Source: an optimization exercise on an open RTL-to-GDS flow (aim: small area, a short achievable clock period and few clock cycles per item). Production flows keep margins and buffers that such runs may drop. The RTL was checked by simulation tests, not by an equivalence proof against the original design. No activity file was given, so power comes from the tool's default toggle rates.

`run.sh`:
```
#!/bin/bash
# synth_recipe.tcl (not shown) runs the flow's synth.tcl, then flattens the netlist and writes it again
# the make line also repeats each setting of config.mk as NAME=value (left out here)
make -C /OpenROAD-flow-scripts/flow DESIGN_CONFIG=/design/flow/config.mk WORK_HOME=/design/flow/orfs CLKGATE_MAP_FILE= SYNTH_SCRIPT=/design/flow/synth_recipe.tcl finish
```
`config.mk`:
```
export PLATFORM = sky130hd
export DESIGN_NAME = conv_engine_top
export DESIGN_NICKNAME = conv_engine_top
export VERILOG_FILES = /design/flow/design.v
export SDC_FILE = /design/flow/constraint.sdc
export NUM_CORES = 4
export LEC_CHECK = 0
export CAP_MARGIN = 20
export CORE_MARGIN = 2
export CORE_UTILIZATION = 40
export CTS_CLUSTER_DIAMETER = 70
export CTS_CLUSTER_SIZE = 30
export SETUP_SLACK_MARGIN = 0.5
export SLEW_MARGIN = 20
```
`constraint.sdc`:
```
create_clock -name core_clock -period 13.0 [get_ports {clk}]
set_input_delay 2.6000 -clock core_clock [delete_from_list [all_inputs] [get_ports {clk}]]
set_output_delay 2.6000 -clock core_clock [all_outputs]
set_load 0.01 [all_outputs]
```
`design.v`:
```
package conv_pkg;
    localparam DATA_WIDTH = 8;
    localparam TAPS = 9;
    localparam IN_CHANNELS  = 3;
    localparam OUT_CHANNELS = 9;
    localparam PIXELS = TAPS * IN_CHANNELS;
    localparam PIX_W  = $clog2(PIXELS);
    localparam ACC_WIDTH = 21;
    localparam INPUT_CREDITS = 4;
    localparam OUTPUT_CREDITS = 4;
    localparam PIXEL_MAX = 2 ** DATA_WIDTH - 1;
    localparam IN_FIFO_W = DATA_WIDTH + 1;
endpackage
`timescale 1ns/1ps
module kernel_store (
    input  logic                                                       clk,
    input  logic                                                       rst_n,
    input  logic                                                       head_valid,
    input  logic                                                       head_is_weight,
    input  logic [conv_pkg::DATA_WIDTH-1:0]                            head_data,
    input  logic [conv_pkg::PIX_W-1:0]                                 phase,
    output logic                                                       kernel_pop,
    output logic [conv_pkg::OUT_CHANNELS*conv_pkg::DATA_WIDTH-1:0]     weights,
    output logic [conv_pkg::OUT_CHANNELS*conv_pkg::DATA_WIDTH-1:0]     biases
);
    localparam DW    = conv_pkg::DATA_WIDTH;
    localparam OC    = conv_pkg::OUT_CHANNELS;
    localparam IC    = conv_pkg::IN_CHANNELS;
    localparam TAPS  = conv_pkg::TAPS;
    localparam LEN   = conv_pkg::PIXELS;
    localparam PIX_W = conv_pkg::PIX_W;
    localparam ALIGN_BIAS  = OC - conv_pkg::INPUT_CREDITS;
    localparam ALIGN_PHASE = LEN - conv_pkg::INPUT_CREDITS;
    logic [$clog2(TAPS)-1:0] ld_tap;
    logic [$clog2(IC)-1:0]   ld_ic;
    logic [$clog2(OC)-1:0]   ld_oc;
    logic [PIX_W-1:0]        ld_slot;
    logic                    ld_bias;
    logic [$clog2(OC)-1:0]   ld_bidx;
    logic                    weight_pop;
    logic                    bias_pop;
    logic [$clog2(OC)-1:0]   phase9;
    logic [DW-1:0]           bias_ring [0:OC-1];
    assign weight_pop = head_valid && head_is_weight && !ld_bias && (phase == ld_slot);
    assign bias_pop   = head_valid && head_is_weight && ld_bias && (phase9 == ld_bidx) &&
                        (ld_bidx != ALIGN_BIAS || phase == ALIGN_PHASE);
    always_ff @(posedge clk or negedge rst_n) begin
        if (!rst_n) begin
            phase9 <= '0;
        end else begin
            phase9 <= (phase9 == OC - 1) ? '0 : phase9 + 1'b1;
        end
    end
    assign kernel_pop = weight_pop || bias_pop;
    always_ff @(posedge clk or negedge rst_n) begin
        if (!rst_n) begin
            ld_tap  <= '0;
            ld_ic   <= '0;
            ld_oc   <= '0;
            ld_slot <= '0;
            ld_bias <= 1'b0;
            ld_bidx <= '0;
        end else if (weight_pop) begin
            if (ld_tap != TAPS - 1) begin
                ld_tap  <= ld_tap + 1'b1;
                ld_slot <= ld_slot + IC;
            end else begin
                ld_tap <= '0;
                if (ld_ic != IC - 1) begin
                    ld_ic   <= ld_ic + 1'b1;
                    ld_slot <= ld_ic + 1'b1;
                end else begin
                    ld_ic   <= '0;
                    ld_slot <= '0;
                    if (ld_oc != OC - 1) begin
                        ld_oc <= ld_oc + 1'b1;
                    end else begin
                        ld_oc   <= '0;
                        ld_bias <= 1'b1;
                    end
                end
            end
        end else if (bias_pop) begin
            if (ld_bidx != OC - 1) begin
                ld_bidx <= ld_bidx + 1'b1;
            end else begin
                ld_bidx <= '0;
                ld_bias <= 1'b0;
            end
        end
    end
    always_ff @(posedge clk) begin
        bias_ring[0] <= bias_pop ? head_data : bias_ring[OC-1];
        for (int b = 1; b < OC; b = b + 1) begin
            bias_ring[b] <= bias_ring[b-1];
        end
    end
    genvar g, s;
    generate
        for (g = 0; g < OC; g = g + 1) begin : g_loop
            logic [DW-1:0] ring [0:LEN-1];
            always_ff @(posedge clk) begin
                ring[0] <= (weight_pop && ld_oc == g) ? head_data : ring[LEN-1];
            end
            for (s = 1; s < LEN; s = s + 1) begin : g_stage
                always_ff @(posedge clk) begin
                    ring[s] <= ring[s-1];
                end
            end
            assign weights[g*DW +: DW] = ring[g / 3];
            assign biases[g*DW +: DW] = bias_ring[(OC * 3 - 2 * (g / 3) - (g % 3)) % OC];
        end
    endgenerate
endmodule
`timescale 1ns/1ps
module window_buffer (
    input  logic                            clk,
    input  logic                            rst_n,
    input  logic                            in_valid,
    input  logic [conv_pkg::DATA_WIDTH-1:0] in_data,
    input  logic                            in_is_weight,
    input  logic                            pop,
    output logic                            head_valid,
    output logic                            head_is_weight,
    output logic [conv_pkg::DATA_WIDTH-1:0] head_data,
    output logic                            in_credit
);
    localparam DEPTH = conv_pkg::INPUT_CREDITS;
    localparam W     = conv_pkg::IN_FIFO_W;
    logic [W-1:0]     mem [0:DEPTH-1];
    logic [DEPTH-1:0] full;
    logic [DEPTH-1:0] kept;
    logic [DEPTH-1:0] wr;
    assign head_valid     = full[0];
    assign head_is_weight = mem[0][W-1];
    assign head_data      = mem[0][W-2:0];
    assign kept = pop ? (full >> 1) : full;
    assign wr   = {DEPTH{in_valid}} & ~kept & {kept[DEPTH-2:0], 1'b1};
    always_ff @(posedge clk) begin
        for (int i = 0; i < DEPTH; i = i + 1) begin
            if (wr[i]) begin
                mem[i] <= {in_is_weight, in_data};
            end else if (pop) begin
                mem[i] <= (i == DEPTH - 1) ? mem[i] : mem[i+1];
            end
        end
    end
    always_ff @(posedge clk or negedge rst_n) begin
        if (!rst_n) begin
            full      <= '0;
            in_credit <= 1'b0;
        end else begin
            full      <= kept | wr;
            in_credit <= pop;
        end
    end
endmodule
`timescale 1ns/1ps
module mac_array (
    input  logic                                                    clk,
    input  logic                                                    rst_n,
    input  logic                                                    head_valid,
    input  logic                                                    head_is_weight,
    input  logic [conv_pkg::DATA_WIDTH-1:0]                         head_data,
    input  logic [conv_pkg::PIX_W-1:0]                              phase,
    input  logic                                                    drain_free,
    input  logic [conv_pkg::OUT_CHANNELS*conv_pkg::DATA_WIDTH-1:0]  weights,
    input  logic [conv_pkg::OUT_CHANNELS*conv_pkg::DATA_WIDTH-1:0]  biases,
    output logic                                                    pixel_pop,
    output logic [conv_pkg::OUT_CHANNELS-1:0]                       acc_done,
    output logic [conv_pkg::OUT_CHANNELS*conv_pkg::ACC_WIDTH-1:0]   acc
);
    localparam DW    = conv_pkg::DATA_WIDTH;
    localparam AW    = conv_pkg::ACC_WIDTH;
    localparam OC    = conv_pkg::OUT_CHANNELS;
    localparam LEN   = conv_pkg::PIXELS;
    localparam PIX_W = conv_pkg::PIX_W;
    localparam GROUP  = 3;
    localparam GROUPS = OC / GROUP;
    logic [PIX_W-1:0] next_pixel;
    logic             last_pixel;
    logic [DW-1:0]    pixel_q [0:GROUPS-1];
    logic [GROUPS-1:0] valid_q;
    logic [GROUPS:0]   open_q;
    logic [GROUPS:0]   last_q;
    logic [PIX_W-1:0]  next_pixel_d;
    assign last_pixel = (next_pixel == LEN - 1);
    assign pixel_pop  = head_valid && !head_is_weight && (phase == next_pixel) &&
                        (!last_pixel || drain_free);
    assign next_pixel_d = !pixel_pop ? next_pixel : last_pixel ? '0 : next_pixel + 1'b1;
    always_ff @(posedge clk or negedge rst_n) begin
        if (!rst_n) begin
            next_pixel <= '0;
            last_q     <= '0;
        end else begin
            next_pixel <= next_pixel_d;
            last_q     <= {last_q[GROUPS-1:0], pixel_pop && last_pixel};
        end
    end
    always_ff @(posedge clk) begin
        valid_q    <= {valid_q[GROUPS-2:0], pixel_pop};
        open_q     <= {open_q[GROUPS-1:0], next_pixel_d != '0};
        pixel_q[0] <= pixel_pop ? head_data : '0;
        for (int l = 1; l < GROUPS; l = l + 1) begin
            pixel_q[l] <= pixel_q[l-1];
        end
    end
    for (genvar l = 0; l < OC; l = l + 1) begin : g_done
        assign acc_done[l] = last_q[l / GROUP + 1];
    end
    localparam logic [AW-1:0] WINDOW_K = AW'(-LEN * ((1 << 15) - (1 << 7)));
    localparam PW = 2 * DW;
    genvar g;
    generate
        for (g = 0; g < OC; g = g + 1) begin : g_lane
            logic [DW-1:0] w;
            logic [DW-1:0] p;
            logic [DW-1:0] b;
            logic [PW-1:0] r [0:DW-1];
            logic [PW-1:0] prod_s;
            logic [PW-1:0] prod_c;
            logic [AW-1:0] base;
            assign w = weights[g*DW +: DW];
            assign p = pixel_q[g / GROUP];
            assign b = biases[g*DW +: DW];
            for (genvar i = 0; i < DW; i = i + 1) begin : g_row
                assign r[i] = PW'({valid_q[g / GROUP] & ~(p[i] & w[DW-1]), {(DW-1){p[i]}} & w[DW-2:0]}) << i;
            end
            logic [PW-1:0] a0, b0, a1, b1, c0, d0, c1, d1, e0, f0, s4, c4;
            assign a0 = r[0] ^ r[1] ^ r[2];
            assign b0 = ((r[0] & r[1]) | (r[0] & r[2]) | (r[1] & r[2])) << 1;
            assign a1 = r[3] ^ r[4] ^ r[5];
            assign b1 = ((r[3] & r[4]) | (r[3] & r[5]) | (r[4] & r[5])) << 1;
            assign c0 = a0 ^ b0 ^ a1;
            assign d0 = ((a0 & b0) | (a0 & a1) | (b0 & a1)) << 1;
            assign c1 = b1 ^ r[6] ^ r[7];
            assign d1 = ((b1 & r[6]) | (b1 & r[7]) | (r[6] & r[7])) << 1;
            assign e0 = c0 ^ d0 ^ c1;
            assign f0 = ((c0 & d0) | (c0 & c1) | (d0 & c1)) << 1;
            assign s4 = e0 ^ f0 ^ d1;
            assign c4 = ((e0 & f0) | (e0 & d1) | (f0 & d1)) << 1;
            always_ff @(posedge clk) begin
                prod_s <= s4;
                prod_c <= c4;
            end
            logic [AW-1:0] sum_q;
            logic [AW-1:0] ts, tc;
            assign ts = sum_q ^ AW'(prod_s) ^ AW'(prod_c);
            assign tc = ((sum_q & AW'(prod_s)) | (sum_q & AW'(prod_c)) | (AW'(prod_s) & AW'(prod_c))) << 1;
            assign acc[g*AW +: AW] = ts + tc;
            always_ff @(posedge clk) begin
                sum_q <= open_q[g / GROUP + 1] ? acc[g*AW +: AW] :
                         AW'({{(AW-DW){b[DW-1]}}, b}) + WINDOW_K;
            end
        end
    endgenerate
endmodule
`timescale 1ns/1ps
module result_drain (
    input  logic                                                  clk,
    input  logic                                                  rst_n,
    input  logic [conv_pkg::OUT_CHANNELS-1:0]                     acc_done,
    input  logic [conv_pkg::OUT_CHANNELS*conv_pkg::ACC_WIDTH-1:0] acc,
    input  logic                                                  out_credit,
    output logic                                                  drain_free,
    output logic                                                  out_valid,
    output logic [conv_pkg::DATA_WIDTH-1:0]                       out_data
);
    localparam DW   = conv_pkg::DATA_WIDTH;
    localparam AW   = conv_pkg::ACC_WIDTH;
    localparam OC   = conv_pkg::OUT_CHANNELS;
    localparam CH_W = $clog2(OC);
    localparam CR_W = $clog2(conv_pkg::OUTPUT_CREDITS + 1);
    logic [DW+1:0]   result [0:OC-1];
    logic [DW+1:0]   head;
    logic            holding;
    logic [CH_W-1:0] send_ch;
    logic [CR_W-1:0] credits;
    logic            send;
    assign send       = holding && (credits != '0);
    assign drain_free = !holding;
    genvar g;
    generate
        for (g = 0; g < OC; g = g + 1) begin : g_clamp
            logic signed [AW-1:0] sum;
            assign sum = $signed(acc[g*AW +: AW]);
            always_ff @(posedge clk) begin
                if (acc_done[g]) begin
                    result[g] <= {sum[AW-1], |sum[AW-2:DW], sum[DW-1:0]};
                end
            end
        end
    endgenerate
    assign head = result[send_ch];
    always_ff @(posedge clk) begin
        out_data <= head[DW+1] ? {DW{1'b0}} : head[DW] ? {DW{1'b1}} : head[DW-1:0];
    end
    always_ff @(posedge clk or negedge rst_n) begin
        if (!rst_n) begin
            holding   <= 1'b0;
            send_ch   <= '0;
            credits   <= conv_pkg::OUTPUT_CREDITS;
            out_valid <= 1'b0;
        end else begin
            credits   <= credits + out_credit - send;
            out_valid <= send;
            if (acc_done[0]) begin
                holding <= 1'b1;
                send_ch <= '0;
            end else if (send) begin
                if (send_ch == OC - 1) begin
                    holding <= 1'b0;
                    send_ch <= '0;
                end else begin
                    send_ch <= send_ch + 1'b1;
                end
            end
        end
    end
endmodule
`timescale 1ns/1ps
module conv_engine_top (
    input  logic                            clk,
    input  logic                            rst_n,
    input  logic                            in_valid,
    input  logic [conv_pkg::DATA_WIDTH-1:0] in_data,
    input  logic                            in_is_weight,
    input  logic                            out_credit,
    output logic                            in_credit,
    output logic                            out_valid,
    output logic [conv_pkg::DATA_WIDTH-1:0] out_data
);
    localparam DW    = conv_pkg::DATA_WIDTH;
    localparam AW    = conv_pkg::ACC_WIDTH;
    localparam OC    = conv_pkg::OUT_CHANNELS;
    localparam LEN   = conv_pkg::PIXELS;
    localparam PIX_W = conv_pkg::PIX_W;
    logic                 head_valid;
    logic                 head_is_weight;
    logic [DW-1:0]        head_data;
    logic                 kernel_pop;
    logic                 pixel_pop;
    logic [PIX_W-1:0]     phase;
    logic [OC*DW-1:0]     weights;
    logic [OC*DW-1:0]     biases;
    logic                 drain_free;
    logic [OC-1:0]        acc_done;
    logic [OC*AW-1:0]     acc;
    always_ff @(posedge clk or negedge rst_n) begin
        if (!rst_n) begin
            phase <= '0;
        end else begin
            phase <= (phase == LEN - 1) ? '0 : phase + 1'b1;
        end
    end
    window_buffer u_fifo (
        .clk           (clk),
        .rst_n         (rst_n),
        .in_valid      (in_valid),
        .in_data       (in_data),
        .in_is_weight  (in_is_weight),
        .pop           (kernel_pop || pixel_pop),
        .head_valid    (head_valid),
        .head_is_weight(head_is_weight),
        .head_data     (head_data),
        .in_credit     (in_credit)
    );
    kernel_store u_kernel_store (
        .clk           (clk),
        .rst_n         (rst_n),
        .head_valid    (head_valid),
        .head_is_weight(head_is_weight),
        .head_data     (head_data),
        .phase         (phase),
        .kernel_pop    (kernel_pop),
        .weights       (weights),
        .biases        (biases)
    );
    mac_array u_mac_array (
        .clk           (clk),
        .rst_n         (rst_n),
        .head_valid    (head_valid),
        .head_is_weight(head_is_weight),
        .head_data     (head_data),
        .phase         (phase),
        .drain_free    (drain_free),
        .weights       (weights),
        .biases        (biases),
        .pixel_pop     (pixel_pop),
        .acc_done      (acc_done),
        .acc           (acc)
    );
    result_drain u_result_drain (
        .clk        (clk),
        .rst_n      (rst_n),
        .acc_done   (acc_done),
        .acc        (acc),
        .out_credit (out_credit),
        .drain_free (drain_free),
        .out_valid  (out_valid),
        .out_data   (out_data)
    );
endmodule
```
==> reports/metrics.csv, run 1 <==
stage,metric,value,unit
synth,xor/xnor share of the synthesized area,1.816,%
floorplan,die area,0.2098,mm^2
critical_path,r2r setup slk,8.92,ns
global_route,largest net degree at the start of global routing,53,
global_route,global-route wire length before repair,229800,um
critical_path,CP max FO,1,
synth,Post-Synthesis Cells,5974,
timing,Fin Clk Skew,0.04359,ns
timing,Slew headroom,24.81,%
critical_path,CP peak stage delay,0.52,ns
global_route,antenna violations before repair,16,
layout,fin nets,6841,
cts,CTS tree,built,
drt,DRT iter0 DRCs,2367,
drt,Final ANT Viol Nets,0,
critical_path,Setup Crit Path Kind,flop to output pin,
cts,CTS H-tree depth,4,
floorplan,Die Span Y,458.0,um
floorplan,Die W,458.0,um
layout,Area Growth Syn to Fin,9.696,%
drt,Residual DRC,0,
cts,post-CTS setup buffer count,0,
place,RePlAce Congestion,0.8515,
outcome,status,"complete, no violations",
synth,largest family of logic cells by synthesized area,adder cells,
layout,layout cells sized above 1,7.534,%
timing,RSZ-0062 raised after global routing,false,
timing,final setup violation count,0,
floorplan,Starting Density,40.26,%
drt,Vias/cell,4.609,
timing,fmax,234.3,MHz
synth,largest cells by area after synthesis,"dfxtp_1 (60%), fa_1 (11%), ha_1 (5.4%)",
timing,setup TNS,0,ns
place,dpl hpwl,95010,um
floorplan,num rows,166,
cts,Clock Path Buffers,3,
global_route,GRT overflow,0,
synth,Yosys top cell by area,dfxtp_1,
critical_path,CP max stage cell,clkdlybuf4s50_1,
synth,Ys Warns,27,
cts,clk slew on worst S/H paths,0.10,ns
critical_path,worst path arrival time,1.67,ns
layout,Multi-input gate area,0.02603,mm^2
timing,worst slew pin tran,1.126,ns
timing,hold slack,0.3077,ns
critical_path,worst path bufs/invs,1,
synth,syn nets,6784,
synth,Post-synth EDFFs,126,
pwr,Max VDD drop,0.0001509,V
drt,DRT Pass-1 Iters,7,
cts,worst skew pair latency,0.81,ns
timing,time the worst path needs with I/O delays and setup,4.267,ns
synth,post-synthesis cell area,0.08246,mm^2
cts,CTS Sinks,2656,
synth,Seq cells post-synth,2656,
synth,post-synthesis adder-cell area fraction,16.12,%
synth,simple-gate portion of the synthesized area,6.432,%
critical_path,startpoint types,flop,
synth,post-synth cell types,85,
synth,post-synthesis compound-gate area fraction,4.781,%
cts,CTS Buf Count,137,
synth,async set-reset flop share out of synthesis,1.958,%
floorplan,Core Region,0.2048,mm^2
floorplan,Top Ports,23,
synth,share of the synthesized area in the top cell type,60.16,%
global_route,vias in the first global route,41430,
cts,"Gates resized, CTS repair",0,
timing,final slew viol count,0,
synth,proportion of synthesized area in mux cells,2.417,%
synth,sequential share of the synthesized area,66.33,%
layout,most frequent cells in the layout,"dfxtp_1 (2,471), nand2_1 (528), fa_1 (442)",
drt,routed wire length,143100,um
synth,syn avg cell area,13.80,um^2
critical_path,critical-path cell list,clkdlybuf4s50_1,
critical_path,crit end category,output pin,
global_route,GRT Util Overall,13.80,%
pwr,P_leak,37.87,nW
place,I/O Buffers,22,
layout,"commonest non-fill, non-tap cell in the layout",dfxtp_1,
critical_path,cell family with most CP delay,buffers and inverters,
cts,hold buffers post-CTS,0,
drt,vias,40560,
run,Max Cap Viol,0,
drt,WL/cell,16.27,um
pwr,pwr/cell area,163.4,mW/mm^2
synth,Post-synth top flop,dfxtp_1,
timing,Final Hold Viols,0,
layout,register area,0.05470,mm^2
critical_path,data required time at the worst endpoint,10.40,ns
layout,Final Core Density,44.17,%
cts,CTS root buf,clkbuf_16,
hold_path,Hold WC Path Type,flop to flop,
layout,Layout fillers,18380,
timing,Tcrit/Tclk final,32.82,%
[synth_stat cells, drive strengths merged (29+ instances only)]
| cell | instances |
|---|---|
| fa | 442 |
| nor2 | 154 |
| inv | 316 |
| xnor2 | 102 |
| clkbuf | 137 |
| nor3 | 29 |
| dfxtp | 2478 |
| nand2 | 528 |
| and2 | 226 |
| edfxtp | 126 |
| mux2 | 169 |
| a31oi | 31 |
| o21ai | 101 |
| a21oi | 143 |
| dfrtp | 51 |
| ha | 355 |
| a21o | 39 |
| xor2 | 69 |
| a21boi | 62 |
| nand3 | 46 |
[layout make-up]
type                    instances  share of cell area [%]
clock inverters                67                   1.162
repair buffers                 60                  0.5533
multi-input cells            2858                   28.78
clock buffers                 147                   3.970
flip-flops and latches       2656                   60.48
well taps                    2688                   3.718
diodes                          6                 0.01660
inverters                     318                   1.320
[path summary, 6_finish.rpt]
kind,startpoint,endpoint,cells past startpoint
max in group asynchronous,rst_n,u_result_drain.out_valid$_DFF_PN0_,2
max,u_fifo.in_credit$_DFF_PN0_,in_credit,1
max reg2reg,u_mac_array.g_lane[5].sum_q[1]$_DFF_P_,u_result_drain.result[5][8]$_DFFE_PP_,11
min reg2reg,u_kernel_store.g_loop[5].ring[10][7]$_DFF_P_,u_kernel_store.g_loop[5].ring[11][7]$_DFF_P_,0
min in group asynchronous,rst_n,u_fifo.full[3]$_DFF_PN0_,2
min,u_kernel_store.g_loop[5].ring[10][7]$_DFF_P_,u_kernel_store.g_loop[5].ring[11][7]$_DFF_P_,0
[registers in the layout, indices dropped and copies added (netlist names), 24 cells and up]
name                        count
u_kernel_store.g_loop.ring   1944
u_mac_array.g_lane.sum_q      189
u_mac_array.g_lane.prod_s     135
u_mac_array.g_lane.prod_c      99
u_result_drain.result          90
u_kernel_store.bias_ring       72
u_fifo.mem                     36
u_mac_array.pixel_q            24
[stage by stage]
stage	cell area, um^2	power, W	setup slack (ns)	std cells
after floorplan	82460	0.009672	9.256	5974
after global placement	85780	0.009957	8.684	8579
after detailed placement	85780	0.009976	8.593	8579
after CTS	90420	0.01496	8.637	8793
after global routing	90440	0.01544	8.634	8794
final	90450	0.01478	8.733	8800
[report_power, final]
| part | leakage, nW | internal, W | switching [W] |
|---|---|---|---|
| logic | 13.9 | 0.000504 | 0.000677 |
| clock network | 2.25 | 0.00221 | 0.00277 |
| registers | 21.7 | 0.00847 | 0.000153 |
| total | 37.9 | 0.0112 | 0.00360 |
[per-layer routing]
metal,GRT usage [%],vias up,routed length [um]
met3,2.661,249,6784
met2,21.62,738,63390
met4,4.356,0,4163
li1,-,19560,-
met1,19.28,20010,68810
met5,0,-,0
[logic make-up (layout without fill, tap and decap cells)]
group,after synthesis,in the layout
XOR/XNOR,171,171
AND/OR/NAND/NOR,1125,1125
flip-flops,2656,2656
adder cells (fa/ha/maj),797,797
multiplexers,178,178
buffers and inverters,460,592
AO/OA/AOI/OAI,587,587
other,0,6
Testbench counts, summed over its fixed seeds: cycles 8,752, windows 320.
==> run 2: changes to the inputs <==
==> flow/run.sh (new file) <==
#!/bin/bash
# Standard layout, with the port buffers made of plain buf_4 cells instead
# of the flow's default pick, a slow delay buffer.
set -euo pipefail
export BUFFER_PORTS_ARGS="-buffer_cell sky130_fd_sc_hd__buf_4"
bash standard.sh > standard_flow.log 2>&1
==> standard.sh (new file) <==
#!/bin/bash
# synth_recipe.tcl (not shown) runs the flow's synth.tcl, then flattens the netlist and writes it again
# the make line also repeats each setting of config.mk as NAME=value (left out here)
make -C /OpenROAD-flow-scripts/flow DESIGN_CONFIG=/design/flow/config.mk WORK_HOME=/design/flow/orfs CLKGATE_MAP_FILE= SYNTH_SCRIPT=/design/flow/synth_recipe.tcl "${@:-finish}"
removed: run.sh
==> reports/metrics.csv, run 2 <==
stage,metric,value,unit,change
layout,Area Growth Syn to Fin,9.350,%,
floorplan,num rows,166,,unchanged
layout,fin nets,6833,,-0.12%
cts,CTS root buf,clkbuf_16,,
pwr,Max VDD drop,0.0001143,V,-24%
layout,Layout fillers,18350,,-0.14%
layout,non-filler cells in the finished layout,8786,,-0.16%
drt,vias,40390,,-0.42%
place,I/O Buffers,22,,unchanged
timing,Tcrit/Tclk final,31.22,%,-1.6 points
cts,"Gates resized, CTS repair",0,,unchanged
cts,worst skew pair latency,0.82,ns,about the same
synth,async set-reset flop share out of synthesis,1.958,%,unchanged
critical_path,r2r setup slk,8.94,ns,+0.02 ns
floorplan,Die W,458.0,um,unchanged
timing,final slew viol count,0,,unchanged
place,RePlAce Congestion,0.8196,,-3.7%
pwr,P_leak,37.77,nW,-0.26%
place,dpl cells,8576,,-0.035%
global_route,antenna violations before repair,17,,+1
floorplan,Top Ports,23,,unchanged
place,dpl hpwl,95570,um,+0.59%
synth,Post-synth top flop,dfxtp_1,,
pwr,Design Power,0.01463,W,-0.98%
critical_path,CP max FO,4,,+3
global_route,vias in the first global route,41040,,-0.92%
cts,CTS Sinks,2656,,unchanged
synth,synth cell count leaders,"dfxtp_1 (2,478), nand2_1 (528), fa_1 (442)",,
synth,Ys Warns,27,,unchanged
synth,syn avg cell area,13.80,um^2,unchanged
run,Max Cap Viol,0,,unchanged
outcome,status,"complete, no violations",,
layout,largest registers,"u_kernel_store.g_loop.ring (1944), u_mac_array.g_lane.sum_q (189), u_mac_array.g_lane.prod_s (135)",,
critical_path,crit end category,flop,,
drt,Residual DRC,0,,unchanged
global_route,global-route wire length before repair,227700,um,-0.91%
synth,share of the synthesized area in the top cell type,60.16,%,unchanged
synth,sequential share of the synthesized area,66.33,%,unchanged
critical_path,worst path arrival time,4.59,ns,+2.92 ns
cts,CTS Buf Count,132,,-3.6%
layout,register area,0.05470,mm^2,about the same
synth,largest cells by area after synthesis,"dfxtp_1 (60%), fa_1 (11%), ha_1 (5.4%)",,
cts,post-CTS setup buffer count,0,,unchanged
critical_path,Reg2Reg Depth,11,,unchanged
cts,hold buffers post-CTS,0,,unchanged
layout,most frequent cells in the layout,"dfxtp_1 (2,470), nand2_1 (528), fa_1 (442)",,
synth,syn nets,6784,,unchanged
synth,Yosys top cell by area,dfxtp_1,,
layout,number of flip-flops in the largest register,1944,,unchanged
synth,"count leader, synth",dfxtp_1,,
hold_path,Hold WC Path Type,flop to flop,,
cts,clk slew on worst S/H paths,0.10,ns,about the same
layout,layout cells sized above 1,7.713,%,+0.18 points
synth,Seq cells post-synth,2656,,unchanged
timing,worst slew pin tran,1.196,ns,+0.06942 ns
drt,Vias/cell,4.597,,-0.26%
drt,DRT Pass-1 Iters,5,,-2
drt,routed wire length,141700,um,-1.0%
floorplan,die area,0.2098,mm^2,unchanged
timing,setup TNS,0,ns,unchanged
critical_path,Reg-to-Reg End,u_result_drain.result[5][8]$_DFFE_PP_,,
synth,post-synth cell types,85,,unchanged
floorplan,Core Region,0.2048,mm^2,unchanged
global_route,largest net degree at the start of global routing,53,,unchanged
floorplan,Die Span Y,458.0,um,unchanged
timing,final setup violation count,0,,unchanged
timing,RSZ-0062 raised after global routing,false,,
drt,WL/cell,16.13,um,-0.85%
timing,Slew headroom,18.23,%,-6.6 points
floorplan,Starting Density,40.26,%,unchanged
global_route,GRT Util Overall,13.68,%,-0.12 points
critical_path,Setup Crit Path Kind,flop to flop,,
cts,CTS tree,built,,
critical_path,worst r2r src,u_mac_array.g_lane[5].sum_q[1]$_DFF_P_,,
cts,CTS H-tree depth,4,,unchanged
pwr,pwr/cell area,162.3,mW/mm^2,-0.66%
layout,"commonest non-fill, non-tap cell in the layout",dfxtp_1,,
drt,DRT iter0 DRCs,2322,,-1.9%
synth,post-synthesis cell area,0.08246,mm^2,unchanged
timing,fmax,246.4,MHz,+5.1%
hold_path,Hold Path Sink,u_kernel_store.g_loop[0].ring[10][0]$_DFF_P_,,
hold_path,hold path start,u_kernel_store.g_loop[0].ring[9][0]$_DFF_P_,,
timing,Final Hold Viols,0,,unchanged
layout,Top reg by flops,u_kernel_store.g_loop.ring,,
critical_path,startpoint types,flop,,
layout,Multi-input gate area,0.02604,mm^2,about the same
cts,Clock Path Buffers,3,,unchanged
timing,time the worst path needs with I/O delays and setup,4.058,ns,-0.2088 ns
synth,Post-synth EDFFs,126,,unchanged
hold_path,Worst Hold Depth,0,,unchanged
global_route,GRT overflow,0,,unchanged
timing,Fin Clk Skew,0.03686,ns,-0.006725 ns
synth,Post-Synthesis Cells,5974,,unchanged
critical_path,data required time at the worst endpoint,13.53,ns,+3.13 ns
drt,Final ANT Viol Nets,0,,unchanged
layout,Final Core Density,44.03,%,-0.14 points
-- run 2: cell count changes in the layout (fill, tap and decap cells not counted), sizes merged --
cell and delta:
clkdlybuf4s50 -21, inv -2, buf +18, diode -2
clkbuf -8, clkinv +1, bufinv +1, clkinvlp -1
-- run 2: worst max-delay path, cell delays in order, from the launching register on --
cell,delay [ns]
dfxtp_1,0.31
ha_1,0.29
ha_1,0.23
fa_1,0.48
a211oi_1,0.30
nor2_1,0.16
o22ai_2,0.27
o21ai_2,0.12
xor2_1,0.16
or4_1,0.53
or4_1,0.52
or4_1,0.42
-- run 2: stage by stage --
step                      hold WS (ns)  cell area (um^2)  worst slack, ns
after floorplan                 0.3096             82460            9.256
after global placement          0.3096             85710            8.887
after detailed placement        0.3121             85710            8.965
after CTS                       0.3011             90140            8.928
after global routing            0.3044             90160            8.760
final                           0.3009             90170            8.942
-- run 2: report_power, final --
part / leakage, nW / internal (W) / total [W] / switching [W]
Sequential: 21.7 / 0.00847 / 0.00863 / 0.000159
Clock: 2.14 / 0.00212 / 0.00483 / 0.00272
Combinational: 13.9 / 0.000496 / 0.00117 / 0.000678
Total: 37.8 / 0.0111 / 0.0146 / 0.00355
-- run 2: kinds of logic (layout without fill, tap and decap cells) --
kind of cell | after synthesis | after routing | synth area share, %
AO/OA/AOI/OAI | 587 | 587 | 4.781
XOR/XNOR | 171 | 171 | 1.816
adder cells (fa/ha/maj) | 797 | 797 | 16.12
buffers and inverters | 460 | 580 | 2.103
flip-flops | 2656 | 2656 | 66.33
multiplexers | 178 | 178 | 2.417
other | 0 | 4 | 0
AND/OR/NAND/NOR | 1125 | 1125 | 6.432
-- run 2: metal layers --
| layer | GRT usage, % | up-vias | share of wire, % |
|---|---|---|---|
| li1 | - | 19550 | - |
| met1 | 19.03 | 19890 | 48 |
| met2 | 20.79 | 717 | 43 |
| met3 | 2.875 | 233 | 5.2 |
| met4 | 5.514 | 0 | 3.7 |
| met5 | 0 | - | 0 |
-- run 2: layout make-up --
cell class,instances,share of cell area (%)
clock buffer,139,3.762
multi-input combinational,2858,28.88
sequential,2656,60.67
timing repair buffer,57,0.4746
inverter,318,1.324
clock inverter,66,1.149
antenna,4,0.01110
tap,2688,3.730
-- run 2: how the worst max path moves through the flow --
stage                                                 from                                    end  slack, ns  cells past startpoint
floorplan                                         in_valid             u_fifo.mem[0][0]$_DFFE_PP_       9.26                      3
global placement    u_mac_array.g_lane[5].sum_q[1]$_DFF_P_  u_result_drain.result[5][8]$_DFFE_PP_       8.89                     11
detailed placement                      phase[0]$_DFF_PN0_             u_fifo.mem[2][4]$_DFFE_PP_       8.96                     10
CTS                                     phase[0]$_DFF_PN0_             u_fifo.mem[2][0]$_DFFE_PP_       8.93                     10
global route        u_mac_array.g_lane[5].sum_q[1]$_DFF_P_  u_result_drain.result[5][8]$_DFFE_PP_       8.76                     11
finish              u_mac_array.g_lane[5].sum_q[1]$_DFF_P_  u_result_drain.result[5][8]$_DFFE_PP_       8.94                     11
==> run 3: changes to the inputs <==
--- a/design.v
+++ b/design.v
@@ -168,7 +168,7 @@
     input  logic [conv_pkg::OUT_CHANNELS*conv_pkg::DATA_WIDTH-1:0]  biases,
     output logic                                                    pixel_pop,
     output logic [conv_pkg::OUT_CHANNELS-1:0]                       acc_done,
-    output logic [conv_pkg::OUT_CHANNELS*conv_pkg::ACC_WIDTH-1:0]   acc
+    output logic [conv_pkg::OUT_CHANNELS*(conv_pkg::DATA_WIDTH+2)-1:0] acc
 );
     localparam DW    = conv_pkg::DATA_WIDTH;
     localparam AW    = conv_pkg::ACC_WIDTH;
@@ -210,6 +210,8 @@
     end
     localparam logic [AW-1:0] WINDOW_K = AW'(-LEN * ((1 << 15) - (1 << 7)));
     localparam PW = 2 * DW;
+    localparam SPLIT = 12;
+    localparam RW = DW + 2;
     genvar g;
     generate
         for (g = 0; g < OC; g = g + 1) begin : g_lane
@@ -243,15 +245,31 @@
                 prod_s <= s4;
                 prod_c <= c4;
             end
-            logic [AW-1:0] sum_q;
-            logic [AW-1:0] ts, tc;
+            logic [AW-1:0]       sum_q;
+            logic                cy_q;
+            logic [AW-1:0]       ts, tc;
+            logic [SPLIT:0]      lo;
+            logic [AW-SPLIT-1:0] hi;
             assign ts = sum_q ^ AW'(prod_s) ^ AW'(prod_c);
             assign tc = ((sum_q & AW'(prod_s)) | (sum_q & AW'(prod_c)) | (AW'(prod_s) & AW'(prod_c))) << 1;
-            assign acc[g*AW +: AW] = ts + tc;
+            assign lo = {1'b0, ts[SPLIT-1:0]} + {1'b0, tc[SPLIT-1:0]};
+            assign hi = ts[AW-1:SPLIT] + tc[AW-1:SPLIT] + cy_q;
             always_ff @(posedge clk) begin
-                sum_q <= open_q[g / GROUP + 1] ? acc[g*AW +: AW] :
-                         AW'({{(AW-DW){b[DW-1]}}, b}) + WINDOW_K;
+                if (open_q[g / GROUP + 1]) begin
+                    sum_q <= {hi, lo[SPLIT-1:0]};
+                    cy_q  <= lo[SPLIT];
+                end else begin
+                    sum_q <= AW'({{(AW-DW){b[DW-1]}}, b}) + WINDOW_K;
+                    cy_q  <= 1'b0;
+                end
             end
+            logic hi_ones;
+            logic hi_sign;
+            logic hi_rest;
+            assign hi_ones = &hi[AW-SPLIT-2:0];
+            assign hi_sign = hi[AW-SPLIT-1] ^ (lo[SPLIT] & hi_ones);
+            assign hi_rest = lo[SPLIT] ? !hi_ones : |hi[AW-SPLIT-2:0];
+            assign acc[g*RW +: RW] = {hi_sign, hi_rest | (|lo[SPLIT-1:DW]), lo[DW-1:0]};
         end
     endgenerate
 endmodule
@@ -260,7 +278,7 @@
     input  logic                                                  clk,
     input  logic                                                  rst_n,
     input  logic [conv_pkg::OUT_CHANNELS-1:0]                     acc_done,
-    input  logic [conv_pkg::OUT_CHANNELS*conv_pkg::ACC_WIDTH-1:0] acc,
+    input  logic [conv_pkg::OUT_CHANNELS*(conv_pkg::DATA_WIDTH+2)-1:0] acc,
     input  logic                                                  out_credit,
     output logic                                                  drain_free,
     output logic                                                  out_valid,
@@ -274,7 +292,7 @@
     logic [DW+1:0]   result [0:OC-1];
     logic [DW+1:0]   head;
     logic            holding;
-    logic [CH_W-1:0] send_ch;
+    logic [OC-1:0]   send_ch;
     logic [CR_W-1:0] credits;
     logic            send;
     assign send       = holding && (credits != '0);
@@ -282,16 +300,19 @@
     genvar g;
     generate
         for (g = 0; g < OC; g = g + 1) begin : g_clamp
-            logic signed [AW-1:0] sum;
-            assign sum = $signed(acc[g*AW +: AW]);
             always_ff @(posedge clk) begin
                 if (acc_done[g]) begin
-                    result[g] <= {sum[AW-1], |sum[AW-2:DW], sum[DW-1:0]};
+                    result[g] <= acc[g*(DW+2) +: DW+2];
                 end
             end
         end
     endgenerate
-    assign head = result[send_ch];
+    always_comb begin
+        head = '0;
+        for (int c = 0; c < OC; c = c + 1) begin
+            head = head | ({(DW+2){send_ch[c]}} & result[c]);
+        end
+    end
     always_ff @(posedge clk) begin
         out_data <= head[DW+1] ? {DW{1'b0}} : head[DW] ? {DW{1'b1}} : head[DW-1:0];
     end
@@ -306,14 +327,10 @@
             out_valid <= send;
             if (acc_done[0]) begin
                 holding <= 1'b1;
-                send_ch <= '0;
+                send_ch <= OC'(1);
             end else if (send) begin
-                if (send_ch == OC - 1) begin
-                    holding <= 1'b0;
-                    send_ch <= '0;
-                end else begin
-                    send_ch <= send_ch + 1'b1;
-                end
+                holding <= !send_ch[OC-1];
+                send_ch <= send_ch << 1;
             end
         end
     end
@@ -345,7 +362,7 @@
     logic [OC*DW-1:0]     biases;
     logic                 drain_free;
     logic [OC-1:0]        acc_done;
-    logic [OC*AW-1:0]     acc;
+    logic [OC*(DW+2)-1:0] acc;
     always_ff @(posedge clk or negedge rst_n) begin
         if (!rst_n) begin
             phase <= '0;
--- a/config.mk
+++ b/config.mk
@@ -7,8 +7,8 @@
 export LEC_CHECK = 0
 export CAP_MARGIN = 20
 export CORE_MARGIN = 2
-export CORE_UTILIZATION = 40
-export CTS_CLUSTER_DIAMETER = 70
+export CORE_UTILIZATION = 70
+export CTS_CLUSTER_DIAMETER = 60
 export CTS_CLUSTER_SIZE = 30
 export SETUP_SLACK_MARGIN = 0.5
 export SLEW_MARGIN = 20
==> reports/metrics.csv, run 3 <==
stage,metric,value,unit,change
outcome,status,"complete, no violations",,
run,Max Cap Viol,0,,unchanged
floorplan,Die W,346.8,um,-24%
floorplan,num rows,125,,-25%
synth,async set-reset flop share out of synthesis,2.135,%,+0.18 points
timing,Tcrit/Tclk final,29.81,%,-1.4 points
synth,syn avg cell area,13.98,um^2,+1.3%
hold_path,hold path start,u_kernel_store.g_loop[4].ring[25][0]$_DFF_P_,,
synth,sequential share of the synthesized area,66.88,%,+0.55 points
layout,post-route cell area,0.08886,mm^2,-1.4%
drt,Final ANT Viol Nets,0,,unchanged
floorplan,die area,0.1202,mm^2,-43%
timing,Slew headroom,22.62,%,+4.4 points
floorplan,Starting Density,70.67,%,+30 points
cts,CTS Sinks,2670,,+0.53%
pwr,Max VDD drop,0.0001622,V,+42%
critical_path,cell family with most CP delay,flip-flops,,
global_route,GRT Util Overall,24.92,%,+11 points
place,I/O Buffers,22,,unchanged
drt,Vias/cell,5.311,,+16%
drt,Residual DRC,0,,unchanged
critical_path,CP max FO,1,,-3
synth,post-synth cell types,82,,-3.5%
cts,CTS tree,built,,
cts,"Gates resized, CTS repair",0,,unchanged
critical_path,worst r2r src,u_mac_array.g_lane[5].sum_q[12]$_SDFF_PN0_,,
floorplan,Top Ports,23,,unchanged
synth,synth cell count leaders,"dfxtp_1 (2,487), nand2_1 (511), fa_1 (458)",,
drt,DRT Pass-1 Iters,7,,+2
layout,"commonest non-fill, non-tap cell in the layout",dfxtp_1,,
critical_path,crit end category,output pin,,
critical_path,critical-path cell list,buf_4,,
cts,Clock Path Buffers,3,,unchanged
floorplan,Core Region,0.1164,mm^2,-43%
layout,layout cells sized above 1,7.907,%,+0.19 points
place,"Cell Area, Placed",0.08406,mm^2,-1.9%
global_route,antenna violations before repair,17,,unchanged
synth,Post-synth top flop,dfxtp_1,,
layout,Layout fillers,7026,,-62%
critical_path,crit path from,u_result_drain.out_valid$_DFF_PN0_,,
critical_path,data required time at the worst endpoint,10.40,ns,-3.13 ns
synth,Post-synth EDFFs,126,,unchanged
critical_path,Reg2Reg Depth,11,,unchanged
cts,CTS Buf Count,141,,+6.8%
pwr,pwr/cell area,174.8,mW/mm^2,+7.7%
drt,met2 wire len,67350,um,+9.6%
layout,largest registers,"u_kernel_store.g_loop.ring (1944), u_mac_array.g_lane.sum_q (189), u_mac_array.g_lane.prod_s (135)",,
timing,Final Hold Viols,0,,unchanged
cts,hold buffers post-CTS,0,,unchanged
critical_path,critical path depth,1,,-10
timing,worst slew pin tran,1.159,ns,-0.03651 ns
global_route,GRT overflow,0,,unchanged
timing,setup TNS,0,ns,unchanged
critical_path,worst path arrival time,1.28,ns,-3.31 ns
timing,fmax,258.0,MHz,+4.7%
pwr,P_leak,37.81,nW,+0.10%
drt,vias,40180,,-0.53%
synth,Seq cells post-synth,2670,,+0.53%
drt,WL/cell,19.30,um,+20%
synth,"count leader, synth",dfxtp_1,,
place,RePlAce Congestion,0.8730,,+6.5%
drt,DR top layer,met5,,
timing,RSZ-0062 raised after global routing,false,,
global_route,largest net degree at the start of global routing,59,,+11%
critical_path,Setup Crit Path Kind,flop to output pin,,
drt,routed wire length,146000,um,+3.0%
cts,CTS H-tree depth,4,,unchanged
synth,Ys Warns,27,,unchanged
global_route,vias in the first global route,42210,,+2.8%
layout,fin nets,6762,,-1.0%
place,dpl cells,7329,,-15%
drt,DRT iter0 DRCs,2536,,+9.2%
synth,largest cells by area after synthesis,"dfxtp_1 (61%), fa_1 (11%), ha_1 (5.2%)",,
cts,clk slew on worst S/H paths,0.10,ns,about the same
drt,Routed met1 length,67230,um,-0.49%
floorplan,Die Span Y,346.8,um,-24%
critical_path,CP max stage cell,dfrtp_1,,
synth,Post-Synthesis Cells,5882,,-1.5%
hold_path,Hold WC Path Type,flop to flop,,
layout,number of flip-flops in the largest register,1944,,unchanged
timing,time the worst path needs with I/O delays and setup,3.876,ns,-0.1829 ns
layout,most frequent cells in the layout,"dfxtp_1 (2,480), nand2_1 (511), fa_1 (458)",,
synth,Yosys top cell by area,dfxtp_1,,
timing,final setup violation count,0,,unchanged
layout,Area Growth Syn to Fin,8.055,%,
drt,met3 WL,7778,um,+5.8%
global_route,global-route wire length before repair,232000,um,+1.9%
place,dpl hpwl,92020,um,-3.7%
critical_path,worst setup path endpoint,out_valid,,
synth,post-synthesis cell area,0.08224,mm^2,-0.26%
critical_path,CP peak stage delay,0.37,ns,-0.16 ns
cts,CTS root buf,clkbuf_16,,
timing,Fin Clk Skew,0.04602,ns,+0.009157 ns
critical_path,worst path bufs/invs,1,,+1
critical_path,startpoint types,flop,,
layout,non-filler cells in the finished layout,7564,,-14%
cts,post-CTS setup buffer count,0,,unchanged
synth,syn nets,6695,,-1.3%
critical_path,Reg-to-Reg End,u_result_drain.result[5][8]$_DFFE_PP_,,
timing,final slew viol count,0,,unchanged
critical_path,r2r setup slk,9.40,ns,+0.46 ns
cts,worst skew pair latency,0.78,ns,-0.04 ns
synth,share of the synthesized area in the top cell type,60.54,%,+0.38 points
layout,Top reg by flops,u_kernel_store.g_loop.ring,,
==> run 3: cell count changes after synthesis, moves of 13 or more <==
cell	delta
nor2_1	-14
fa_1	+16
a21oi_1	-35
inv_1	+45
nand2_1	-17
a31oi_1	-16
clkbuf_1	-14
ha_1	-13
xnor2_1	-22
a22oi_1	+13
==> run 3: worst min path at each step <==
stage,end,cells past startpoint
after floorplan,u_kernel_store.bias_ring[2][0]$_DFF_P_,0
after global placement,u_kernel_store.g_loop[8].ring[12][5]$_DFF_P_,0
after detailed placement,u_mac_array.open_q[1]$_DFF_P_,0
after CTS,u_kernel_store.g_loop[4].ring[26][0]$_DFF_P_,0
after global routing,u_kernel_store.g_loop[4].ring[26][0]$_DFF_P_,0
final,u_kernel_store.g_loop[4].ring[26][0]$_DFF_P_,0
==> run 3: power by group <==
part	switching [W]	internal [W]
sequential	0.000199	0.00855
combinational	0.00100	0.000748
clock	0.00279	0.00225
total	0.00399	0.0115
==> run 3: kinds of logic after synthesis <==
family	synth area share [%]
flip-flops	66.88
XOR/XNOR	1.651
adder cells (fa/ha/maj)	16.35
AND/OR/NAND/NOR	6.462
multiplexers	2.345
buffers and inverters	2.272
AO/OA/AOI/OAI	4.041
==> run 3: cell type report <==
cell class	instances	area, um^2	share of cell area, %
antenna	7	17.52	0.01971
clock buffer	152	3716	4.182
clock inverter	75	1059	1.191
inverter	364	1371	1.543
multi-input combinational	2717	25370	28.55
sequential	2670	55010	61.90
tap	1524	1907	2.146
timing repair buffer	55	412.9	0.4647
==> run 3: metal layers <==
metal | vias to the layer above | global-route usage [%]
met4 | 4 | 7.817
met2 | 915 | 39.80
met5 | - | 0
met3 | 222 | 3.980
met1 | 19890 | 35.43
li1 | 19140 | -
==> run 3: stage by stage <==
step	total power, W	worst slack (ns)	hold slack, ns	util [%]
after floorplan	0.01021	8.844	0.3096	-
after global placement	0.01060	8.898	0.3095	72.24
after detailed placement	0.01066	8.697	0.3120	72.24
after CTS	0.01564	9.069	0.3100	76.34
after global routing	0.01620	9.083	0.3139	76.35
final	0.01553	9.124	0.3139	76.37
Testbench counts of run 3, summed over its fixed seeds: cycles 8,752, windows 320.
==> run 4: changes to the inputs <==
--- a/config.mk
+++ b/config.mk
@@ -7,8 +7,8 @@
 export LEC_CHECK = 0
 export CAP_MARGIN = 20
 export CORE_MARGIN = 2
-export CORE_UTILIZATION = 70
-export CTS_CLUSTER_DIAMETER = 60
+export CORE_UTILIZATION = 40
+export CTS_CLUSTER_DIAMETER = 70
 export CTS_CLUSTER_SIZE = 30
 export SETUP_SLACK_MARGIN = 0.5
 export SLEW_MARGIN = 20
==> reports/metrics.csv, run 4 <==
stage,metric,value,unit,change
synth,syn avg cell area,13.98,um^2,unchanged
critical_path,r2r setup slk,9.37,ns,-0.03 ns
cts,CTS Sinks,2670,,unchanged
hold_path,Hold Path Sink,u_kernel_store.g_loop[1].ring[23][6]$_DFF_P_,,
floorplan,Top Ports,23,,unchanged
synth,share of the synthesized area in the top cell type,60.54,%,unchanged
cts,post-CTS setup buffer count,0,,unchanged
critical_path,worst path arrival time,1.30,ns,+0.02 ns
synth,Seq cells post-synth,2670,,unchanged
floorplan,Die W,457.4,um,+32%
cts,worst skew pair latency,0.80,ns,+0.02 ns
drt,DRT Pass-1 Iters,6,,-1
timing,setup TNS,0,ns,unchanged
critical_path,startpoint types,flop,,
layout,layout cells sized above 1,7.723,%,-0.18 points
drt,vias,39570,,-1.5%
pwr,P_leak,37.70,nW,-0.30%
place,RePlAce Congestion,0.8140,,-6.8%
cts,CTS tree,built,,
cts,CTS H-tree depth,4,,unchanged
hold_path,Worst Hold Depth,0,,unchanged
synth,"count leader, synth",dfxtp_1,,
global_route,GRT Util Overall,13.84,%,-11 points
critical_path,cell family with most CP delay,flip-flops,,
layout,fin nets,6760,,-0.030%
cts,CTS Buf Count,135,,-4.3%
pwr,Max VDD drop,0.0001220,V,-25%
timing,final setup violation count,0,,unchanged
floorplan,die area,0.2092,mm^2,+74%
place,"Cell Area, Placed",0.08554,mm^2,+1.8%
layout,largest registers,"u_kernel_store.g_loop.ring (1944), u_mac_array.g_lane.sum_q (189), u_mac_array.g_lane.prod_s (135)",,
timing,fmax,256.2,MHz,-0.73%
drt,Final ANT Viol Nets,0,,unchanged
global_route,largest net degree at the start of global routing,59,,unchanged
global_route,global-route wire length before repair,228100,um,-1.7%
cts,clk slew on worst S/H paths,0.10,ns,about the same
synth,Yosys top cell by area,dfxtp_1,,
synth,sequential share of the synthesized area,66.88,%,unchanged
cts,"Gates resized, CTS repair",0,,unchanged
synth,Post-synth top flop,dfxtp_1,,
drt,DRT iter0 DRCs,2138,,-16%
critical_path,CP max FO,1,,unchanged
place,I/O Buffers,22,,unchanged
layout,Top reg by flops,u_kernel_store.g_loop.ring,,
critical_path,worst path bufs/invs,1,,unchanged
hold_path,Hold WC Path Type,flop to flop,,
cts,CTS root buf,clkbuf_16,,
synth,async set-reset flop share out of synthesis,2.135,%,unchanged
floorplan,Die Span Y,457.4,um,+32%
layout,Final Core Density,44.04,%,-32 points
synth,post-synth cell types,82,,unchanged
synth,syn nets,6695,,unchanged
critical_path,critical-path cell list,buf_4,,
cts,Clock Path Buffers,3,,unchanged
timing,hold slack,0.3038,ns,-0.01013 ns
drt,routed wire length,142200,um,-2.6%
layout,post-route cell area,0.09010,mm^2,+1.4%
timing,RSZ-0062 raised after global routing,false,,
synth,largest cells by area after synthesis,"dfxtp_1 (61%), fa_1 (11%), ha_1 (5.2%)",,
layout,Area Growth Syn to Fin,9.555,%,
drt,WL/cell,16.30,um,-16%
timing,Tcrit/Tclk final,30.03,%,+0.22 points
critical_path,Reg-to-Reg End,u_result_drain.result[8][8]$_DFFE_PP_,,
synth,synth cell count leaders,"dfxtp_1 (2,487), nand2_1 (511), fa_1 (458)",,
outcome,status,"complete, no violations",,
critical_path,CP peak stage delay,0.37,ns,about the same
run,Max Cap Viol,0,,unchanged
timing,worst slew pin tran,1.155,ns,-0.004423 ns
critical_path,CP max stage cell,dfrtp_1,,
timing,Fin Clk Skew,0.03885,ns,-0.007167 ns
timing,time the worst path needs with I/O delays and setup,3.904,ns,+0.02841 ns
drt,Vias/cell,4.536,,-15%
timing,Final Hold Viols,0,,unchanged
global_route,vias in the first global route,40580,,-3.8%
critical_path,Setup Crit Path Kind,flop to output pin,,
place,dpl hpwl,93470,um,+1.6%
global_route,GRT overflow,0,,unchanged
timing,Slew headroom,22.91,%,+0.30 points
layout,most frequent cells in the layout,"dfxtp_1 (2,479), nand2_1 (511), fa_1 (458)",,
cts,hold buffers post-CTS,0,,unchanged
drt,Residual DRC,0,,unchanged
floorplan,Core Region,0.2046,mm^2,+76%
timing,final slew viol count,0,,unchanged
layout,Layout fillers,18230,,+160%
global_route,antenna violations before repair,16,,-1
layout,"commonest non-fill, non-tap cell in the layout",dfxtp_1,,
critical_path,crit end category,output pin,,
floorplan,Starting Density,40.20,%,-30 points
hold_path,hold path start,u_kernel_store.g_loop[1].ring[22][6]$_DFF_P_,,
synth,Ys Warns,27,,unchanged
synth,Post-synth EDFFs,126,,unchanged
layout,number of flip-flops in the largest register,1944,,unchanged
pwr,pwr/cell area,170.6,mW/mm^2,-2.4%
synth,post-synthesis cell area,0.08224,mm^2,unchanged
critical_path,data required time at the worst endpoint,10.40,ns,about the same
critical_path,Reg2Reg Depth,11,,unchanged
synth,Post-Synthesis Cells,5882,,unchanged
critical_path,worst r2r src,u_mac_array.g_lane[8].sum_q[12]$_SDFF_PN0_,,
floorplan,num rows,166,,+33%
[run 4: per-layer routing]
metal  track usage [%]  share of wire [%]
met5                 0             0.0091
met1             19.94                 49
met2             21.49                 44
met4             3.979                2.4
met3             2.206                4.3
[run 4: stage by stage]
| step | worst slack, ns | cells | power (W) |
|---|---|---|---|
| 3_5_place_dp | 8.746 | 8496 | 0.01066 |
| 4_1_cts | 9.019 | 8707 | 0.01557 |
| 2_1_floorplan | 8.844 | 5882 | 0.01021 |
| 5_1_grt | 9.020 | 8710 | 0.01615 |
| 3_3_place_gp | 8.857 | 8496 | 0.01062 |
| 6_report | 9.096 | 8722 | 0.01537 |
[run 4: cell families (layout without fill, tap and decap cells)]
| logic type | count (synthesis) | in the layout | synth area share (%) |
|---|---|---|---|
| XOR/XNOR | 155 | 155 | 1.651 |
| AND/OR/NAND/NOR | 1102 | 1102 | 6.462 |
| buffers and inverters | 495 | 634 | 2.272 |
| flip-flops | 2670 | 2670 | 66.88 |
| other | 0 | 13 | 0 |
| multiplexers | 172 | 172 | 2.345 |
| AO/OA/AOI/OAI | 488 | 488 | 4.041 |
| adder cells (fa/ha/maj) | 800 | 800 | 16.35 |
[run 4: worst max-delay path by stage]
stage          slack (ns)  depth (start not counted)                                from                         end
6_report             9.10                          1  u_result_drain.out_valid$_DFF_PN0_                   out_valid
2_1_floorplan        8.84                          3                            in_valid  u_fifo.mem[2][0]$_DFFE_PP_
4_1_cts              9.02                          1  u_result_drain.out_valid$_DFF_PN0_                   out_valid
3_5_place_dp         8.75                          3                            in_valid  u_fifo.mem[2][7]$_DFFE_PP_
3_3_place_gp         8.86                          3                            in_valid  u_fifo.mem[2][3]$_DFFE_PP_
5_1_grt              9.02                          1  u_result_drain.out_valid$_DFF_PN0_                   out_valid
[run 4: final cells by class]
type	instances	area, um^2	area share, %
diodes	13	32.53	0.03611
clock buffers	149	3600	3.995
clock inverters	62	903.4	1.003
inverters	364	1371	1.522
multi-input cells	2717	25370	28.16
flip-flops and latches	2670	55010	61.06
well taps	2688	3363	3.733
repair buffers	59	442.9	0.4916
[run 4: where the power goes]
group | total [W] | switching, W | internal, W
clock | 0.00489 | 0.00275 | 0.00214
sequential | 0.00873 | 0.000177 | 0.00855
combinational | 0.00175 | 0.00100 | 0.000748
==> run 5: changes to the inputs <==
--- a/config.mk
+++ b/config.mk
@@ -7,8 +7,9 @@
 export LEC_CHECK = 0
 export CAP_MARGIN = 20
 export CORE_MARGIN = 2
-export CORE_UTILIZATION = 40
+export CORE_UTILIZATION = 60
 export CTS_CLUSTER_DIAMETER = 70
 export CTS_CLUSTER_SIZE = 30
+export PLACE_DENSITY = 0.75
 export SETUP_SLACK_MARGIN = 0.5
 export SLEW_MARGIN = 20
==> reports/metrics.csv, run 5 <==
stage,metric,value,unit,change
hold_path,Hold WC Path Type,flop to flop,,
layout,Final Core Density,64.99,%,+21 points
timing,fmax,256.8,MHz,+0.26%
layout,"commonest non-fill, non-tap cell in the layout",dfxtp_1,,
timing,time the worst path needs with I/O delays and setup,3.894,ns,-0.01005 ns
cts,CTS tree,built,,
layout,number of flip-flops in the largest register,1944,,unchanged
critical_path,Reg-to-Reg End,u_result_drain.result[8][8]$_DFFE_PP_,,
run,Max Cap Viol,0,,unchanged
synth,Post-Synthesis Cells,5882,,unchanged
cts,CTS Sinks,2670,,unchanged
global_route,vias in the first global route,41330,,+1.8%
synth,simple-gate portion of the synthesized area,6.462,%,unchanged
synth,share of the synthesized area in the top cell type,60.54,%,unchanged
hold_path,hold path start,u_kernel_store.g_loop[4].ring[23][5]$_DFF_P_,,
synth,synth cell count leaders,"dfxtp_1 (2,487), nand2_1 (511), fa_1 (458)",,
layout,fin nets,6732,,-0.41%
synth,xor/xnor share of the synthesized area,1.651,%,unchanged
critical_path,Reg2Reg Depth,11,,unchanged
layout,most frequent cells in the layout,"dfxtp_1 (2,481), nand2_1 (511), fa_1 (458)",,
cts,hold buffers post-CTS,0,,unchanged
hold_path,Hold Path Sink,u_kernel_store.g_loop[4].ring[24][5]$_DFF_P_,,
place,RePlAce Congestion,0.8750,,+7.5%
global_route,antenna violations before repair,15,,-1
cts,CTS root buf,clkbuf_16,,
timing,setup TNS,0,ns,unchanged
drt,Residual DRC,0,,unchanged
synth,async set-reset flop share out of synthesis,2.135,%,unchanged
timing,worst slew pin tran,1.195,ns,+0.04021 ns
critical_path,CP max FO,1,,unchanged
cts,clk slew on worst S/H paths,0.10,ns,about the same
cts,post-CTS setup buffer count,0,,unchanged
synth,post-synthesis adder-cell area fraction,16.35,%,unchanged
layout,largest registers,"u_kernel_store.g_loop.ring (1944), u_mac_array.g_lane.sum_q (189), u_mac_array.g_lane.prod_s (135)",,
cts,CTS H-tree depth,3,,-1
floorplan,Core Region,0.1358,mm^2,-34%
critical_path,CP max stage cell,dfrtp_1,,
synth,Seq cells post-synth,2670,,unchanged
floorplan,num rows,135,,-19%
layout,layout cells sized above 1,7.091,%,-0.63 points
timing,Fin Clk Skew,0.05077,ns,+0.01192 ns
floorplan,Die W,374.2,um,-18%
synth,syn avg cell area,13.98,um^2,unchanged
critical_path,startpoint types,flop,,
synth,"count leader, synth",dfxtp_1,,
drt,vias,39980,,+1.0%
synth,largest cells by area after synthesis,"dfxtp_1 (61%), fa_1 (11%), ha_1 (5.2%)",,
timing,Slew headroom,20.23,%,-2.7 points
pwr,pwr/cell area,169.2,mW/mm^2,-0.77%
synth,Post-synth EDFFs,126,,unchanged
timing,final slew viol count,0,,unchanged
synth,syn nets,6695,,unchanged
synth,post-synthesis cell area,0.08224,mm^2,unchanged
critical_path,worst path bufs/invs,1,,unchanged
synth,sequential share of the synthesized area,66.88,%,unchanged
critical_path,data required time at the worst endpoint,10.40,ns,about the same
timing,Tcrit/Tclk final,29.95,%,-0.077 points
global_route,GRT Util Overall,20.02,%,+6.2 points
pwr,P_leak,37.36,nW,-0.91%
global_route,GRT overflow,0,,unchanged
critical_path,Setup Crit Path Kind,flop to output pin,,
critical_path,r2r setup slk,9.40,ns,+0.03 ns
layout,Area Growth Syn to Fin,7.317,%,
drt,routed wire length,137600,um,-3.2%
synth,largest family of logic cells by synthesized area,adder cells,,
timing,RSZ-0062 raised after global routing,false,,
synth,Post-synth top flop,dfxtp_1,,
timing,final setup violation count,0,,unchanged
outcome,status,"complete, no violations",,
critical_path,crit end category,output pin,,
synth,Ys Warns,27,,unchanged
cts,"Gates resized, CTS repair",0,,unchanged
global_route,global-route wire length before repair,221800,um,-2.7%
synth,proportion of synthesized area in mux cells,2.345,%,unchanged
floorplan,Starting Density,60.56,%,+20 points
critical_path,worst r2r src,u_mac_array.g_lane[8].sum_q[12]$_SDFF_PN0_,,
cts,worst skew pair latency,0.80,ns,about the same
synth,post-synthesis compound-gate area fraction,4.041,%,unchanged
layout,Top reg by flops,u_kernel_store.g_loop.ring,,
drt,Final ANT Viol Nets,0,,unchanged
floorplan,Die Span Y,374.2,um,-18%
synth,post-synth cell types,82,,unchanged
drt,Vias/cell,5.150,,+14%
timing,Final Hold Viols,0,,unchanged
drt,DRT Pass-1 Iters,7,,+1
cts,Clock Path Buffers,3,,unchanged
floorplan,Top Ports,23,,unchanged
place,dpl hpwl,91480,um,-2.1%
critical_path,CP peak stage delay,0.37,ns,about the same
drt,DRT iter0 DRCs,2783,,+30%
hold_path,Worst Hold Depth,0,,unchanged
global_route,largest net degree at the start of global routing,59,,unchanged
floorplan,die area,0.1400,mm^2,-33%
critical_path,worst path arrival time,1.29,ns,about the same
layout,Layout fillers,9633,,-47%
place,I/O Buffers,22,,unchanged
cts,CTS Buf Count,117,,-13%
critical_path,critical-path cell list,buf_4,,
pwr,Max VDD drop,0.0001351,V,+11%
drt,WL/cell,17.73,um,+8.8%
synth,Yosys top cell by area,dfxtp_1,,
critical_path,cell family with most CP delay,flip-flops,,
-- run 5: cell families (layout without fill, tap and decap cells) --
logic type / after synthesis / in the layout
compound gates: 488 / 488
xor+xnor: 155 / 155
fa+ha+maj: 800 / 800
buf+inv: 495 / 592
flops: 2670 / 2670
mux: 172 / 172
other cells: 0 / 3
simple gates: 1102 / 1102
-- run 5: where the power goes --
group / total [W] / leakage (nW) / internal (W) / switching, W
registers: 0.00876 / 21.9 / 0.00855 / 0.000212
logic: 0.00173 / 13.6 / 0.000744 / 0.000985
clock network: 0.00445 / 1.89 / 0.00185 / 0.00259
total: 0.0149 / 37.4 / 0.0111 / 0.00379
-- run 5: stage by stage --
stage	power [W]	cells	setup WS, ns	area, um^2	hold slack (ns)
CTS	0.01505	7759	9.039	88230	0.2966
detailed placement	0.01065	7580	8.707	84340	0.3121
global placement	0.01058	7580	8.889	84330	0.3095
finish	0.01494	7763	9.106	88250	0.2978
floorplan	0.01021	5882	8.844	82240	0.3096
global route	0.01563	7760	9.068	88250	0.2965
-- run 5: area by class of cell --
| class | instances | area, um^2 | share of cell area [%] |
|---|---|---|---|
| tap | 1781 | 2228 | 2.525 |
| clock inverter | 57 | 899.6 | 1.019 |
| clock buffer | 122 | 2998 | 3.397 |
| multi-input combinational | 2717 | 25370 | 28.75 |
| antenna | 3 | 7.507 | 0.008506 |
| inverter | 364 | 1371 | 1.554 |
| sequential | 2670 | 55010 | 62.33 |
| timing repair buffer | 49 | 371.6 | 0.4211 |
-- run 5: how the worst max path moves through the flow --
| stage | start | endpoint | slack, ns | cells past startpoint |
|---|---|---|---|---|
| finish | u_fifo.in_credit$_DFF_PN0_ | in_credit | 9.11 | 1 |
| global placement | in_valid | u_fifo.mem[2][3]$_DFFE_PP_ | 8.89 | 3 |
| CTS | u_fifo.in_credit$_DFF_PN0_ | in_credit | 9.04 | 1 |
| floorplan | in_valid | u_fifo.mem[2][0]$_DFFE_PP_ | 8.84 | 3 |
| global route | u_fifo.in_credit$_DFF_PN0_ | in_credit | 9.07 | 1 |
| detailed placement | in_valid | u_fifo.mem[2][5]$_DFFE_PP_ | 8.71 | 3 |
-- run 5: layer usage --
layer,global-route usage [%],routed length [um],vias up
met5,0,0,-
met4,6.748,3925,0
met3,2.754,6953,236
met2,31.60,61850,961
met1,28.69,64890,19770
li1,-,-,19020

## what the ideal ports hide
The flow's constraints put no driver on any port. The routed layouts listed below were extracted and timed again, unchanged, in two steps. Step 1 sets driving cells, clkbuf_16 on the clock port and buf_2 on the other inputs (assumed; they add their load-dependent delay and slew). Step 2 adds t to the input delays and takes it off the output delays; t is the mean of the earliest and latest rising clock arrival at the registers after step 1. Input paths then give back, and output paths get back, about the clock's delay inside the block. Three values: no drivers, after step 1, after step 2; two values: the first two.
run | t (ns) | slack for setup (ns) | worst data-port slew with drivers (ns)
run 1 | 0.861 | 8.733 / 8.654 / 8.587 | 0.04
run 2 | 0.877 | 8.942 / 8.942 / 8.942 | 0.06
run 3 | 0.828 | 9.124 / 9.054 / 8.999 | 0.04
run 4 | 0.865 | 9.096 / 9.013 / 9.034 | 0.04
run 5 | 0.840 | 9.106 / 9.031 / 9.048 | 0.04
After both steps setup and hold are still met in every run listed. The setup slack of run 1, which loses most, moves by -0.079 ns with the drivers and by -0.146 ns with both steps.
